What follows belongs to an exercise in optimizing a design on an open flow for small area and a short achievable clock period; a production flow would make more cautious choices. Where RTL was checked, it was by simulation tests only, not by an equivalence proof against the original. Power is estimated from default activity; no workload was simulated.

Design alu_32, start of the top module:
module alu_32
(
  input  logic              clk,
  input  logic              rst,
  input  logic [2:0]        ALU_OP,
  input  logic [alu_32_pkg::DATA_W-1:0] A,
  input  logic [alu_32_pkg::DATA_W-1:0] B,
  input  logic              C_I,
  output logic [alu_32_pkg::DATA_W-1:0] R,
  output logic              C_O
);
export LEC_CHECK = 0
export CAP_MARGIN = 20
export CORE_MARGIN = 2
export CORE_UTILIZATION = 40
export SETUP_SLACK_MARGIN = 5
export SLEW_MARGIN = 20
export SYNTH_HIERARCHICAL = 1
export SYNTH_MINIMUM_KEEP_SIZE = 0
export TNS_END_PERCENT = 0
create_clock -name core_clock -period 11.0 [get_ports {clk}]
standard.sh (not shown) runs the stock make flow with config.mk's settings and CLKGATE_MAP_FILE= SYNTH_SCRIPT=/design/flow/synth_recipe.tcl, a recipe that flattens the netlist after the stock synthesis.
==> flow/flow/run.sh <==
#!/bin/bash
# Layout flow: the standard synthesis, then every combinational cell set to the
# smallest drive of its family (the layout's repair steps size up again where
# timing, slew or capacitance need it), then the standard layout steps with
# small port buffers. Each step's full output goes to a log file here.
set -euo pipefail
R=$PWD/orfs/results/$FLOW_PLATFORM/alu_32/base
LIB=$FLOW_HOME/platforms/$FLOW_PLATFORM/lib/sky130_fd_sc_hd__tt_025C_1v80.lib
EXTRA=()
[[ -f flow/extra.txt ]] && mapfile -t EXTRA < <(grep -v '^#' flow/extra.txt | grep .)
bash standard.sh "${EXTRA[@]}" "$R/1_2_yosys.v" > synth.log 2>&1
cp "$R/1_2_yosys.v" yosys_std.v
python3 flow/downsize.py "$LIB" yosys_std.v "$R/1_2_yosys.v" > downsize.log 2>&1
bash standard.sh "${EXTRA[@]}" finish > layout.log 2>&1
Other scripts of this flow, unchanged in this note and not shown: flow/flow/downsize.py, flow/flow/extra.txt
Change:
Settings changed: SETUP_SLACK_MARGIN 5 to 3.
The changed run passed the timing, DRC and antenna checks.
Synthesized area does not change.
Flip-flop and latch count does not change.
Clock-buffer cell count is unchanged.
Combinational power went down by roughly a tenth.
Cell count goes down by a few percent.
Global-route usage is lower by 0.52 points.
Power went down by roughly a tenth.
Hold slack loses 0.0050 ns.
Setup slack gets worse by 0.26 ns.
Change:
Settings changed: CORE_UTILIZATION 40 to 60, PLACE_DENSITY set to 0.7.
The new run finished clean.
Power is lower slightly.
Hold slack gains 0.022 ns.
Synthesized area stays the same.
Global-route usage is higher by 13 points.
Cell area is higher slightly.
Change:
Settings changed: CORE_UTILIZATION 60 to 40, PLACE_DENSITY 0.7 to not set, SETUP_SLACK_MARGIN 3 to 3.25.
Outcome: Design area climbs by a few percent; global-route usage drops by 13 points; die area climbs by well over a third; synthesized area is unchanged; worst setup slack gains 0.24 ns; utilization drops by 22 points; power climbs by a few percent; via count drops slightly; first-iteration DRC count drops by about a fifth.

---

## build 82
alu_32, a different RTL version from the one above (not shown whole).
Size in the first run: roughly 1500 cells after synthesis, roughly 14000 um^2 of cells after synthesis.
Settings: LEC_CHECK=0, CAP_MARGIN=20, CORE_MARGIN=2, CORE_UTILIZATION=40, SETUP_SLACK_MARGIN=1.5, SLEW_MARGIN=20, SYNTH_HIERARCHICAL=1, SYNTH_MINIMUM_KEEP_SIZE=0; clock period 11.0 ns.
==> flow/flow/downsize.py <==
#!/usr/bin/env python3
"""Rewrite a mapped netlist so each combinational cell uses the smallest-area
variant of its cell family (same name without the _N drive suffix, same pins).
Flip-flops are left alone. The layout's repair steps upsize again where timing,
slew or capacitance need it.
usage: downsize.py LIBERTY NETLIST_IN NETLIST_OUT [dont_use ...]"""
import re
import sys

lib, src, dst = sys.argv[1:4]
dont = set(sys.argv[4:])
area = {}
pins = {}
cur = None
for line in open(lib):
    m = re.match(r'\s*cell\s*\(\s*"?([\w]+)"?\s*\)', line)
    if m:
        cur = m.group(1)
        pins[cur] = set()
        continue
    m = re.match(r'\s*area\s*:\s*([\d.]+)', line)
    if m and cur and cur not in area:
        area[cur] = float(m.group(1))
    m = re.match(r'\s*pin\s*\(\s*"?(\w+)"?\s*\)', line)
    if m and cur:
        pins[cur].add(m.group(1))

fam = {}
for c in area:
    m = re.match(r'(sky130_fd_sc_hd__\w+?)_(\d+)$', c)
    if m and c not in dont:
        fam.setdefault(m.group(1), []).append(c)

seq = re.compile(r'sky130_fd_sc_hd__(df|dl|sdf|edf|lpflow|probe|clkdly|dly|tap|fill|decap|conb)')
best = {}
for f, cs in fam.items():
    if seq.match(f):
        continue
    for c in cs:
        cands = [x for x in cs if pins[x] == pins[c]]
        best[c] = min(cands, key=lambda x: (area[x], x))

txt = open(src).read()
count = {}


def sub(m):
    c = m.group(1)
    b = best.get(c, c)
    if b != c:
        count[(c, b)] = count.get((c, b), 0) + 1
    return b + m.group(2)


txt = re.sub(r'\b(sky130_fd_sc_hd__\w+)(\s+[\\\w$.\[\]]+\s*\()', sub, txt)
open(dst, 'w').write(txt)
for (c, b), n in sorted(count.items()):
    print(f"{n:5d} {c} -> {b}")
==> flow/flow/extra.txt <==
# extra ORFS make variables, one per line
BUFFER_PORTS_ARGS=-buffer_cell sky130_fd_sc_hd__buf_2
REMOVE_ABC_BUFFERS=1
Scripts as last shown in full above: flow/flow/run.sh
The following lists how build 3 was set up differently from build 82:
- SETUP_SLACK_MARGIN: 1.5 -> 3
-- flow/flow/extra.txt --
<<< build 82, line 3
REMOVE_ABC_BUFFERS=1
>>> build 3, line 3
## What came out
Compared to build 82, build 3 has final-layout clock buffer total 1 lower. Build 3 vs. build 82: via count went up 1241; number of cells on the critical path +about 8%. Of the two values seen for worst-path cell with the longest stage delay, sky130_fd_sc_hd__fa_1 was produced by build 3 and sky130_fd_sc_hd__o21ai_2 by build 82.
> inputs changed (build 3 -> build 33)
- SETUP_SLACK_MARGIN no longer set, was 3
==> results.txt <==
- The final layout from build 33, which completed every stage, passed the timing, DRC and antenna checks at the end of the flow.
- Compared with build 3, placement density in the core of build 33 is lower.
- Layout overhead on the synthesized area: build 33 and build 3 compared, higher one is build 3
- Compared with build 3, in build 33 reported net switching power went down about 6%; remaining max-slew budget at the tightest pin shows a reduction of 13 points; antenna diode count down 1; met3 usage in global routing decreased 1.6 points; final area saw a decrease.
No run of this note included a check of the RTL's function; only the layout flow was run.

---

== job 1148 ==
alu_32, a different RTL version from the one above (not shown whole).
Size in the first run: about 0.015 mm^2 of cells after synthesis.
export LEC_CHECK = 0
export CAP_MARGIN = 20
export CORE_MARGIN = 2
export CORE_UTILIZATION = 40
export PLACE_DENSITY = 0.5
export SETUP_SLACK_MARGIN = 3.25
export SLEW_MARGIN = 20
export SYNTH_HIERARCHICAL = 1
export SYNTH_MINIMUM_KEEP_SIZE = 0
export TNS_END_PERCENT = 0
create_clock -name core_clock -period 11.0 [get_ports {clk}]
==> flow/flow/extra.txt <==
# extra ORFS make variables, one per line
BUFFER_PORTS_ARGS=-buffer_cell sky130_fd_sc_hd__buf_2
REMOVE_ABC_BUFFERS=1
Scripts as last shown in full above: flow/flow/run.sh, flow/flow/downsize.py
Input changes introduced in job 442 (baseline for comparison: job 1148):
- PLACE_DENSITY: 0.5 -> unset
- CORE_UTILIZATION: 40 -> 50
==> comparison <==
Job 442 against job 1148; area taken by multi-input logic gates is up slightly. For the routed wire length, job 442 came in 2.5% lower than job 1148 did. Compared with job 1148, job 442 shows a all-layer global routing usage that is 6.1 points higher. Compared with job 1148, switching power in job 442 increased by a few percent. The core of job 442 is more densely filled than that of job 1148. Going from job 1148 to job 442, final area barely changed; share of power burned in combinational logic climbed 0.4 points. Reported for job 442 and job 1148, count of sequential standard cells turned out identical to the last digit. Against job 1148, worst setup slack in job 442 came out worse.
The inputs of job 3095 differ from those of job 442 as listed below.
- TNS_END_PERCENT: 0 -> 5
- CORE_UTILIZATION: 50 -> 40
Results
A first element of the critical path of B[13] is what job 442 shows, while B[3] belongs to job 3095. Job 3095 completed; timing, DRC and antenna clean. For the net switching power of the design, job 3095 came in 3.6% lower than job 442 did. Changes observed in job 3095 relative to job 442: clock slew at the register clock pins of the worst setup and hold paths essentially unchanged, final period utilization decreased 0.44 points, layout cell share with drive strength beyond 1 decreased 0.20 points.
#### Input delta (job 9251 over job 3095)
- TNS_END_PERCENT: 5 -> 0
- SETUP_SLACK_MARGIN: 3.25 -> 3.4
Findings:
- Going from job 3095 to job 9251, number of global-route vias before repair did not really move; worst-case setup margin in the final layout higher; clock share of power ~0 delta; initial antenna violation count dropped 1; global-route total usage across every layer roughly the same.
- The lower wire length on met2 came out of job 3095.
- The final reports for job 9251 and job 3095 show met1 usage in global routing higher in the former.
- Vias: job 9251 more than job 3095
[inputs] job 2377 vs job 9251
- SETUP_SLACK_MARGIN now 3.25, was 3.4
Results
- Count of plain and timing-repair buffers ends up higher on job 9251.
- Taking job 2377 over job 9251, the critical path depth ratio works out to 0.923.
- Wire length of the first global-routing pass came out lower on job 2377 than on job 9251.
- The clock network power share of job 9251 and that of job 2377 are within noise of each other.

---

RTL: one of the versions met above, not the one the previous note started from.
Size in the first run: ~0.015 mm² of cells after synthesis.
export LEC_CHECK = 0
export CAP_MARGIN = 20
export CORE_MARGIN = 2
export CORE_UTILIZATION = 40
export SETUP_SLACK_MARGIN = 3
export SLEW_MARGIN = 20
export SYNTH_HIERARCHICAL = 1
export SYNTH_MINIMUM_KEEP_SIZE = 0
export TNS_END_PERCENT = 0
create_clock -name core_clock -period 11.0 [get_ports {clk}]
==> flow/flow/extra.txt <==
# extra ORFS make variables, one per line
BUFFER_PORTS_ARGS=-buffer_cell sky130_fd_sc_hd__buf_1
REMOVE_ABC_BUFFERS=1
Scripts as last shown in full above: flow/flow/run.sh, flow/flow/downsize.py
==> next run, changes <==
==> flow/flow/extra.txt (replaced) <==
# extra ORFS make variables, one per line
BUFFER_PORTS_ARGS=-buffer_cell sky130_fd_sc_hd__buf_2
REMOVE_ABC_BUFFERS=1
- SETUP_SLACK_MARGIN: 3 -> 2.5
After rerunning:
- setup slack got worse by 0.47 ns
- design area drops by 4.2%
- routed wire length drops by 3.5%
- synthesized cell count stays the same
- non-clock buffer count drops by 59
- sequential power barely changes
- sequential share of layout area climbs by 0.17 points
- global-route usage drops by 0.90 points
- worst hold slack got worse by 0.12 ns
- utilization drops by 1.9 points
==> next run, changes <==
- SETUP_SLACK_MARGIN: 2.5 -> 1.5
- TNS_END_PERCENT: 0 -> unset
=> Area after synthesis does not change; core utilization is lower by 0.43 points; clock power hardly moves; hold slack barely changes; non-clock buffer count falls by 2.
==> next run, changes <==
- SETUP_SLACK_MARGIN: 1.5 -> 3.5
- TNS_END_PERCENT: unset -> 0
Outcome: Area after synthesis stays the same. Sequential power hardly moves. Cell count rises by 4.2%. Final area rises by 13%.

---

alu_32 with an RTL version that a note above also has.
For scale: about 1,700 cells after synthesis, ~100 I/O pins, about 15,000 µm² of cells after synthesis.
==> flow/config.mk <==
export PLATFORM = sky130hd
export DESIGN_NAME = alu_32
export DESIGN_NICKNAME = alu_32
export VERILOG_FILES = /design/flow/design.v
export SDC_FILE = /design/flow/constraint.sdc
export NUM_CORES = 4
export LEC_CHECK = 0
export CAP_MARGIN = 20
export CORE_MARGIN = 2
export CORE_UTILIZATION = 35
export SETUP_SLACK_MARGIN = 3.25
export SLEW_MARGIN = 20
export SYNTH_HIERARCHICAL = 1
export SYNTH_MINIMUM_KEEP_SIZE = 0
export TNS_END_PERCENT = 0
==> flow/constraint.sdc <==
create_clock -name core_clock -period 11.0 [get_ports {clk}]
set_input_delay 2.2000 -clock core_clock [delete_from_list [all_inputs] [get_ports {clk}]]
set_output_delay 2.2000 -clock core_clock [all_outputs]
set_load 0.01 [all_outputs]
==> flow/flow/extra.txt <==
# extra ORFS make variables, one per line
BUFFER_PORTS_ARGS=-buffer_cell sky130_fd_sc_hd__buf_2
REMOVE_ABC_BUFFERS=1
Scripts as last shown in full above: flow/flow/run.sh, flow/flow/downsize.py
Edit:
--- a/flow/config.mk
+++ b/flow/config.mk
@@ -9,4 +9,4 @@
 export CORE_MARGIN = 2
-export CORE_UTILIZATION = 35
-export SETUP_SLACK_MARGIN = 3.25
+export CORE_UTILIZATION = 40
+export SETUP_SLACK_MARGIN = 3
 export SLEW_MARGIN = 20
Effect: Power stays flat; final cell count shrinks by a few percent; first-iteration DRC count shrinks by about a fifth; via count shrinks by a few percent; non-clock buffer count shrinks by 27; wire length shrinks by a few percent; sequential power hardly moves.
Edit:
--- a/flow/config.mk
+++ b/flow/config.mk
@@ -10,3 +10,4 @@
 export CORE_UTILIZATION = 40
-export SETUP_SLACK_MARGIN = 3
+export PLACE_DENSITY = 0.7
+export SETUP_SLACK_MARGIN = 3.25
 export SLEW_MARGIN = 20
After rerunning: Area after synthesis stays the same; synthesized cell count is unchanged; via count goes up by 2.2%; non-clock buffer count goes up by 21; cell area goes up by 2.9%; count of clock-buffer cells in the layout stays the same; combinational power goes up by about 5%; routed wire length goes down by 1.1%; sequential cell count stays the same; power goes up by 4.9%.
Edit:
--- a/flow/config.mk
+++ b/flow/config.mk
@@ -10,4 +10,3 @@
 export CORE_UTILIZATION = 40
-export PLACE_DENSITY = 0.7
-export SETUP_SLACK_MARGIN = 3.25
+export SETUP_SLACK_MARGIN = 3.15
 export SLEW_MARGIN = 20
What happened: Total power fell by 3.9%. Combinational power fell by about 4%. Via count fell by 0.87%. Clock-buffer cell count is unchanged. Sequential power hardly moves. Sequential share of layout area stays flat. Wire length rose by 2.8%. Area after synthesis stays the same.

-- separate check: timing with driven ports --
The flow's constraints put no driver on any port. The routed layouts listed below were extracted and timed again, unchanged, in two steps.
Step 1 assumes that a clkbuf_16 drives the clock port and a buf_2 every other input.
Step 2 also shifts input and output timing later by t, the mid clock arrival at the registers, as if the neighbouring blocks saw the same clock.
Three values: no drivers, after step 1, after step 2; two values: the first two.
| run | shift t [ns] | slack for setup (ns) | worst setup path at the end | worst slew at a driven data input, ns | pins driven straight from the clock port |
|---|---|---|---|---|---|
| the first run of note 1 | 0.321 | 3.517 / 3.399 / 3.079 | input to register | 0.21 | 1 |
| the second run of note 1 | 0.322 | 3.255 / 3.243 / 2.922 | input to register | 0.12 | 1 |
| the third run of note 1 | 0.330 | 3.176 / 3.187 / 2.857 | input to register | 0.14 | 1 |
| the fourth run of note 1 | 0.321 | 3.414 / 3.275 / 2.955 | input to register | 0.18 | 1 |
| build 82 | 0.339 | 1.900 / 1.918 / 1.580 | input to register | 0.12 | 1 |
| build 3 | 0.304 | 2.914 / 2.793 / 2.488 | input to register | 0.21 | 1 |
| build 33 | 0.311 | 1.544 / 1.549 / 1.238 | input to register | 0.07 | 1 |
| job 1148 | 0.357 | 3.468 / 3.485 / 3.127 | input to register | 0.06 | 1 |
| job 442 | 0.336 | 3.452 / 3.453 / 3.118 | input to register | 0.09 | 1 |
| job 3095 | 0.343 | 3.500 / 3.484 / 3.141 | input to register | 0.06 | 1 |
| job 9251 | 0.343 | 3.567 / 3.521 / 3.178 | input to register | 0.09 | 1 |
| job 2377 | 0.343 | 3.500 / 3.484 / 3.141 | input to register | 0.06 | 1 |
| the first run of note 4 | 0.329 | 3.236 / 3.237 / 2.909 | input to register | 0.08 | 1 |
| the second run of note 4 | 0.321 | 2.769 / 2.785 / 2.465 | input to register | 0.12 | 1 |
| the third run of note 4 | 0.321 | 2.378 / 2.309 / 1.988 | input to register | 0.10 | 1 |
| the fourth run of note 4 | 0.322 | 3.516 / 3.412 / 3.091 | input to register | 0.27 | 1 |
| the first run of note 5 | 0.338 | 3.418 / 3.434 / 3.096 | input to register | 0.11 | 1 |
| the second run of note 5 | 0.344 | 3.196 / 3.215 / 2.871 | input to register | 0.06 | 1 |
| the third run of note 5 | 0.334 | 3.411 / 3.432 / 3.098 | input to register | 0.09 | 1 |
| the fourth run of note 5 | 0.343 | 3.396 / 3.394 / 3.051 | input to register | 0.06 | 1 |
After both steps setup and hold are still met in every run listed. The setup slack of the fourth run of note 1, which loses most, moves by -0.139 ns with the drivers and by -0.459 ns with both steps.
